Context: an optimization exercise on an open-source flow, tuned for small area and a short achievable clock period. The choices shown serve that exercise and are no tape-out recipe.
Where RTL was checked, it was by simulation tests only, not by an equivalence proof against the original.

## v56
## bfp_dot_product
module bfp_dot_product (
    input  logic                    i_clk,
    input  logic                    i_reset_n,
    input  logic                    i_valid,
    input  logic [(8 + 16 * (3 + 1))-1:0] i_act,
    input  logic [(8 + 16 * (3 + 1))-1:0] i_weight,
    output logic                    o_valid,
    output logic [(1 + 8 + 23)-1:0]        o_result
);
For scale: about 1,100 cells after synthesis, ~150 flip-flops, about 180 I/O pins, about 12,000 um^2 of cells after synthesis.
export LEC_CHECK = 0
export CAP_MARGIN = 20
export CORE_MARGIN = 2
export CORE_UTILIZATION = 40
export SLEW_MARGIN = 20
create_clock -name core_clock -period 10.5 [get_ports {i_clk}]
standard.sh (not shown) runs the stock make flow with config.mk's settings and CLKGATE_MAP_FILE= SYNTH_SCRIPT=/design/flow/synth_recipe.tcl, a recipe that flattens the netlist after the stock synthesis.
==> flow/flow/run.sh <==
#!/bin/bash
# Own layout flow: the standard ORFS flow, with these changes in how the layout is made:
#  - the port buffers are sky130_fd_sc_hd__buf_1 cells (buffer_ports picks a delay cell otherwise);
#  - synthesis skips the generic ABC pass inside Yosys's synth (SYNTH_ARGS=-noabc), so the
#    full adders are extracted from the design's own gates (fewer inverters); the script
#    is still synth_recipe.tcl, so registers keep their names and cell types;
#  - timing repair aims for extra setup slack (SETUP_SLACK_MARGIN), only on the worst endpoints.
# The clock period and constraints are the standard flow's, unchanged.
set -euo pipefail
export BUFFER_PORTS_ARGS="-buffer_cell sky130_fd_sc_hd__buf_1"
export SYNTH_ARGS="-noabc"
export SETUP_SLACK_MARGIN=7.05
export TNS_END_PERCENT=${TNS:-5}
bash standard.sh > standard.log 2>&1
v56 completed every stage of the flow, and the final layout passed the timing, DRC and antenna checks.
Relative to v56, the following input files were edited for v19:
diff --git a/flow/flow/run.sh b/flow/flow/run.sh
--- a/flow/flow/run.sh
+++ b/flow/flow/run.sh
@@ -10,5 +10,5 @@
 export BUFFER_PORTS_ARGS="-buffer_cell sky130_fd_sc_hd__buf_1"
 export SYNTH_ARGS="-noabc"
-export SETUP_SLACK_MARGIN=7.05
+export SETUP_SLACK_MARGIN=6.9
 export TNS_END_PERCENT=${TNS:-5}
 bash standard.sh > standard.log 2>&1
Notes after the runs:
v19 against v56: final critical-path setup slack moved down, register-to-register slack has decreased.
On largest driver fanout on the critical path, the higher figure sits with v19, not v56.
Comparing v19 and v56, the higher wire length of the first global-routing pass was measured on v56.
Comparing overall routing resource usage for v19 and v56, the bigger number came from v56.
v56 → v19: number of vias after detailed routing dropped 1.2%; worst hold slack across all endpoints dropped 0.0031 ns; aggregate routed wire length dropped about 1.1%.
Setup changes, v19 to v45
diff --git a/flow/flow/run.sh b/flow/flow/run.sh
--- a/flow/flow/run.sh
+++ b/flow/flow/run.sh
@@ -12,3 +12,4 @@
 export SETUP_SLACK_MARGIN=6.9
 export TNS_END_PERCENT=${TNS:-5}
+export ABC_AREA=1
 bash standard.sh > standard.log 2>&1
==> results.txt <==
- Worst max-slew margin expressed relative to the limit was higher in the run labelled v19.
- Summary — setup slack after layout, v45 relative to v19: lower, by 0.025 ns.
- Of v19 and v45, the higher amount of wire on met3 after detailed routing belongs to v19.
Inputs modified between v45 and v43:
Settings: CORE_UTILIZATION changed from 40 to 60; PLACE_DENSITY newly set to 0.7.
diff --git a/flow/flow/run.sh b/flow/flow/run.sh
--- a/flow/flow/run.sh
+++ b/flow/flow/run.sh
@@ -12,4 +12,3 @@
 export SETUP_SLACK_MARGIN=6.9
 export TNS_END_PERCENT=${TNS:-5}
-export ABC_AREA=1
 bash standard.sh > standard.log 2>&1
==> comparison <==
v43 finished end to end and its layout was clean on timing, DRC and antenna.
v43 vs v45 — die outline width dropped by more than 10%
Between v45 and v43, the difference in endpoint arrival time on the critical path is negligible.
Between v45 and v43, the wire length is lower for v45.
Compared with v45, in v43 total global routing track utilization higher; setup slack went down by 0.011 ns.
Met3 global-route usage (v43 over v45): increase, 1.3 points
The following lists how v55 was set up differently from v43:
Settings: CORE_UTILIZATION: 60 -> 40; PLACE_DENSITY: 0.7 -> unset.
diff --git a/flow/flow/run.sh b/flow/flow/run.sh
--- a/flow/flow/run.sh
+++ b/flow/flow/run.sh
@@ -10,5 +10,5 @@
 export BUFFER_PORTS_ARGS="-buffer_cell sky130_fd_sc_hd__buf_1"
 export SYNTH_ARGS="-noabc"
-export SETUP_SLACK_MARGIN=6.9
+export SETUP_SLACK_MARGIN=${MARGIN:-7.2}
 export TNS_END_PERCENT=${TNS:-5}
 bash standard.sh > standard.log 2>&1
Findings:
Taking v43 as the reference, in v55 total detailed-routing wirelength down 580 um, buffer count excluding the clock tree in the final layout up 12%.
Setup WNS v43 -> v55: better
For v43, the worst setup path startpoint was i_act[15], unlike v55, where it was i_weight[19].

========
## job 5239
Another version of the RTL of bfp_dot_product (not shown whole).
Size: ~1800 cells after synthesis, ~180 flip-flops, ~180 I/O pins.
clock: 10.5 ns
lec_check: 0
cap_margin: 20
core_margin: 2
core_utilization: 40
slew_margin: 20
==> flow/flow/run.sh <==
#!/bin/bash
# Own layout flow: the standard ORFS flow, with these changes in how the layout is made:
#  - the port buffers are sky130_fd_sc_hd__buf_1 cells (buffer_ports picks a delay cell otherwise);
#  - synthesis skips the generic ABC pass inside Yosys's synth (SYNTH_ARGS=-noabc), so the
#    full adders are extracted from the design's own gates (fewer inverters); the script
#    is still synth_recipe.tcl, so registers keep their names and cell types;
#  - timing repair aims for extra setup slack (SETUP_SLACK_MARGIN), only on the worst endpoints.
# The clock period and constraints are the standard flow's, unchanged.
set -euo pipefail
export BUFFER_PORTS_ARGS="-buffer_cell sky130_fd_sc_hd__buf_1"
export SYNTH_ARGS="-noabc"
export SETUP_SLACK_MARGIN=${MARGIN:-7.2}
export TNS_END_PERCENT=${TNS:-5}
export CTS_BUF_LIST=sky130_fd_sc_hd__clkbuf_8
export CTS_CLUSTER_SIZE=40
bash standard.sh > standard.log 2>&1
[inputs] job 2526 vs job 5239
--- a/flow/flow/run.sh
+++ b/flow/flow/run.sh
@@ -12,5 +12,4 @@
 export SETUP_SLACK_MARGIN=${MARGIN:-7.2}
 export TNS_END_PERCENT=${TNS:-5}
-export CTS_BUF_LIST=sky130_fd_sc_hd__clkbuf_8
-export CTS_CLUSTER_SIZE=40
+export ABC_AREA=1
 bash standard.sh > standard.log 2>&1
Results
Compared job 2526 vs job 5239, and multi-input combinational area share is down in job 2526.
Looking at last element of the critical path, the s3_res[15] result is from job 5239; the fp_normalize_inst.i_cut[5] one comes from job 2526.
Job 5239 → job 2526: setup slack of the critical path after layout went up; final hold slack now sits higher.
Job 2526 ended up with more standard cells than job 5239.
[compare] base=job 5239 new=job 2526: final net count rose about 18%; cell area after technology mapping went up 6.7%.
Count of inserted antenna diode cells: higher on job 5239
Setup changes, job 2526 to job 8102
--- a/flow/flow/run.sh
+++ b/flow/flow/run.sh
@@ -12,4 +12,3 @@
 export SETUP_SLACK_MARGIN=${MARGIN:-7.2}
 export TNS_END_PERCENT=${TNS:-5}
-export ABC_AREA=1
 bash standard.sh > standard.log 2>&1
- From job 2526 to job 8102 the numbers moved as follows: total buffers and inverters traversed by the critical path went up by 3; signal arrival time at the worst endpoint went up by 80 ps.
- Higher total core area goes to job 2526 over job 8102.
No functional check of the RTL was part of any run of this note.

========
bfp_dot_product, a different RTL version from the one above (not shown whole).
For scale: roughly 1400 cells after synthesis, about 12000 µm² of cells after synthesis.
export LEC_CHECK = 0
export CAP_MARGIN = 20
export CORE_MARGIN = 2
export CORE_UTILIZATION = 40
export SLEW_MARGIN = 20
create_clock -name core_clock -period 10.5 [get_ports {i_clk}]
==> flow/flow/run.sh <==
#!/bin/bash
# Own layout flow: the standard ORFS flow, with these changes in how the layout is made:
#  - the port buffers are sky130_fd_sc_hd__buf_1 cells (buffer_ports picks a delay cell otherwise);
#  - synthesis skips the generic ABC pass inside Yosys's synth (SYNTH_ARGS=-noabc), so the
#    full adders are extracted from the design's own gates (fewer inverters); the script
#    is still synth_recipe.tcl, so registers keep their names and cell types;
#  - timing repair aims for extra setup slack (SETUP_SLACK_MARGIN), only on the worst endpoints;
#  - ABC maps for area (ABC_AREA=1), leaving speed to the timing repair;
#  - clock tree synthesis inserts no dummy loads (CTS_ARGS, otherwise ORFS's own arguments).
# The clock period and constraints are the standard flow's, unchanged.
set -euo pipefail
export BUFFER_PORTS_ARGS="-buffer_cell sky130_fd_sc_hd__buf_1"
export SYNTH_ARGS="-noabc"
export SETUP_SLACK_MARGIN=7.15
export TNS_END_PERCENT=${TNS:-5}
export ABC_AREA=1
export CTS_ARGS="-sink_clustering_enable -repair_clock_nets -dont_use_dummy_load"
bash standard.sh > standard.log 2>&1
The starting point completed without violations.
Next try:
--- a/flow/flow/run.sh
+++ b/flow/flow/run.sh
@@ -13,3 +13,3 @@
 export SYNTH_ARGS="-noabc"
-export SETUP_SLACK_MARGIN=7.15
+export SETUP_SLACK_MARGIN=7.0
 export TNS_END_PERCENT=${TNS:-5}
=>
- The new run went through all stages and came out clean
- worst setup slack hardly moves
- cell count barely changes
- global-route usage hardly moves
- worst hold slack is worse by 6.4 ps
- non-clock buffer count falls by 4
- utilization falls by 0.34 points
- via count falls by 0.72%
- synthesized area does not change
Next try:
--- a/flow/flow/run.sh
+++ b/flow/flow/run.sh
@@ -6,5 +6,3 @@
 #    is still synth_recipe.tcl, so registers keep their names and cell types;
-#  - timing repair aims for extra setup slack (SETUP_SLACK_MARGIN), only on the worst endpoints;
-#  - ABC maps for area (ABC_AREA=1), leaving speed to the timing repair;
-#  - clock tree synthesis inserts no dummy loads (CTS_ARGS, otherwise ORFS's own arguments).
+#  - timing repair aims for extra setup slack (SETUP_SLACK_MARGIN), only on the worst endpoints.
 # The clock period and constraints are the standard flow's, unchanged.
@@ -16,3 +14,2 @@
 export ABC_AREA=1
-export CTS_ARGS="-sink_clustering_enable -repair_clock_nets -dont_use_dummy_load"
 bash standard.sh > standard.log 2>&1
Synthesized area is unchanged.
Routed wire length went up slightly.
Next try:
--- a/flow/flow/run.sh
+++ b/flow/flow/run.sh
@@ -14,2 +14,3 @@
 export ABC_AREA=1
+export CTS_ARGS="-sink_clustering_enable -repair_clock_nets -dont_use_dummy_load"
 bash standard.sh > standard.log 2>&1
Result:
- The new run went through all stages and came out clean
- wire length came out lower by 0.51%
- worst hold slack gets worse by 7.2 ps
- final cell count came out lower by 0.75%
- count of clock-buffer cells in the layout came out lower by 2
- synthesized area is unchanged
- die area stays the same
- final area came out lower by 1.3%
- global-route usage stays flat

-- re-timing with driven ports --
Ports are ideal in the flow. The routed layouts listed here were re-timed in OpenROAD.
Step 1 (the two cells are an assumption about what drives the block):
set clk [get_ports {i_clk}]
set_driving_cell -lib_cell sky130_fd_sc_hd__clkbuf_16 $clk
set_driving_cell -lib_cell sky130_fd_sc_hd__buf_2 [delete_from_list [all_inputs] $clk]
Step 2 also shifts input and output timing later by t, the mid clock arrival at the registers, as if the neighbouring blocks saw the same clock.
Slacks: ideal / step 1 / step 2; pairs: ideal / step 1.
run	t (ns)	setup WS [ns]	hold WS [ns]
v56	0.477	6.914 / 6.918 / 6.468	0.352 / 0.352 / 0.352
v19	0.480	6.845 / 6.842 / 6.395	0.349 / 0.349 / 0.349
v45	0.481	6.820 / 6.836 / 6.365	0.354 / 0.354 / 0.354
v43	0.466	6.809 / 6.830 / 6.364	0.345 / 0.345 / 0.345
v55	0.481	6.937 / 6.953 / 6.485	0.352 / 0.352 / 0.352
job 5239	0.517	6.917 / 6.917 / 6.769	0.350 / 0.350 / 0.350
job 2526	0.477	6.997 / 6.997 / 6.715	0.357 / 0.357 / 0.357
job 8102	0.481	6.900 / 6.900 / 6.767	0.347 / 0.347 / 0.347
the first run of note 3	0.468	7.044 / 7.072 / 6.604	0.326 / 0.326 / 0.326
the second run of note 3	0.463	7.046 / 7.069 / 6.606	0.320 / 0.320 / 0.320
the third run of note 3	0.471	7.055 / 7.079 / 6.608	0.327 / 0.327 / 0.327
the fourth run of note 3	0.463	7.046 / 7.069 / 6.606	0.320 / 0.320 / 0.320
After both steps setup and hold are still met in every run listed. For v45, which loses most, drivers alone change the setup slack by +0.016 ns; drivers and shift together by -0.455 ns.
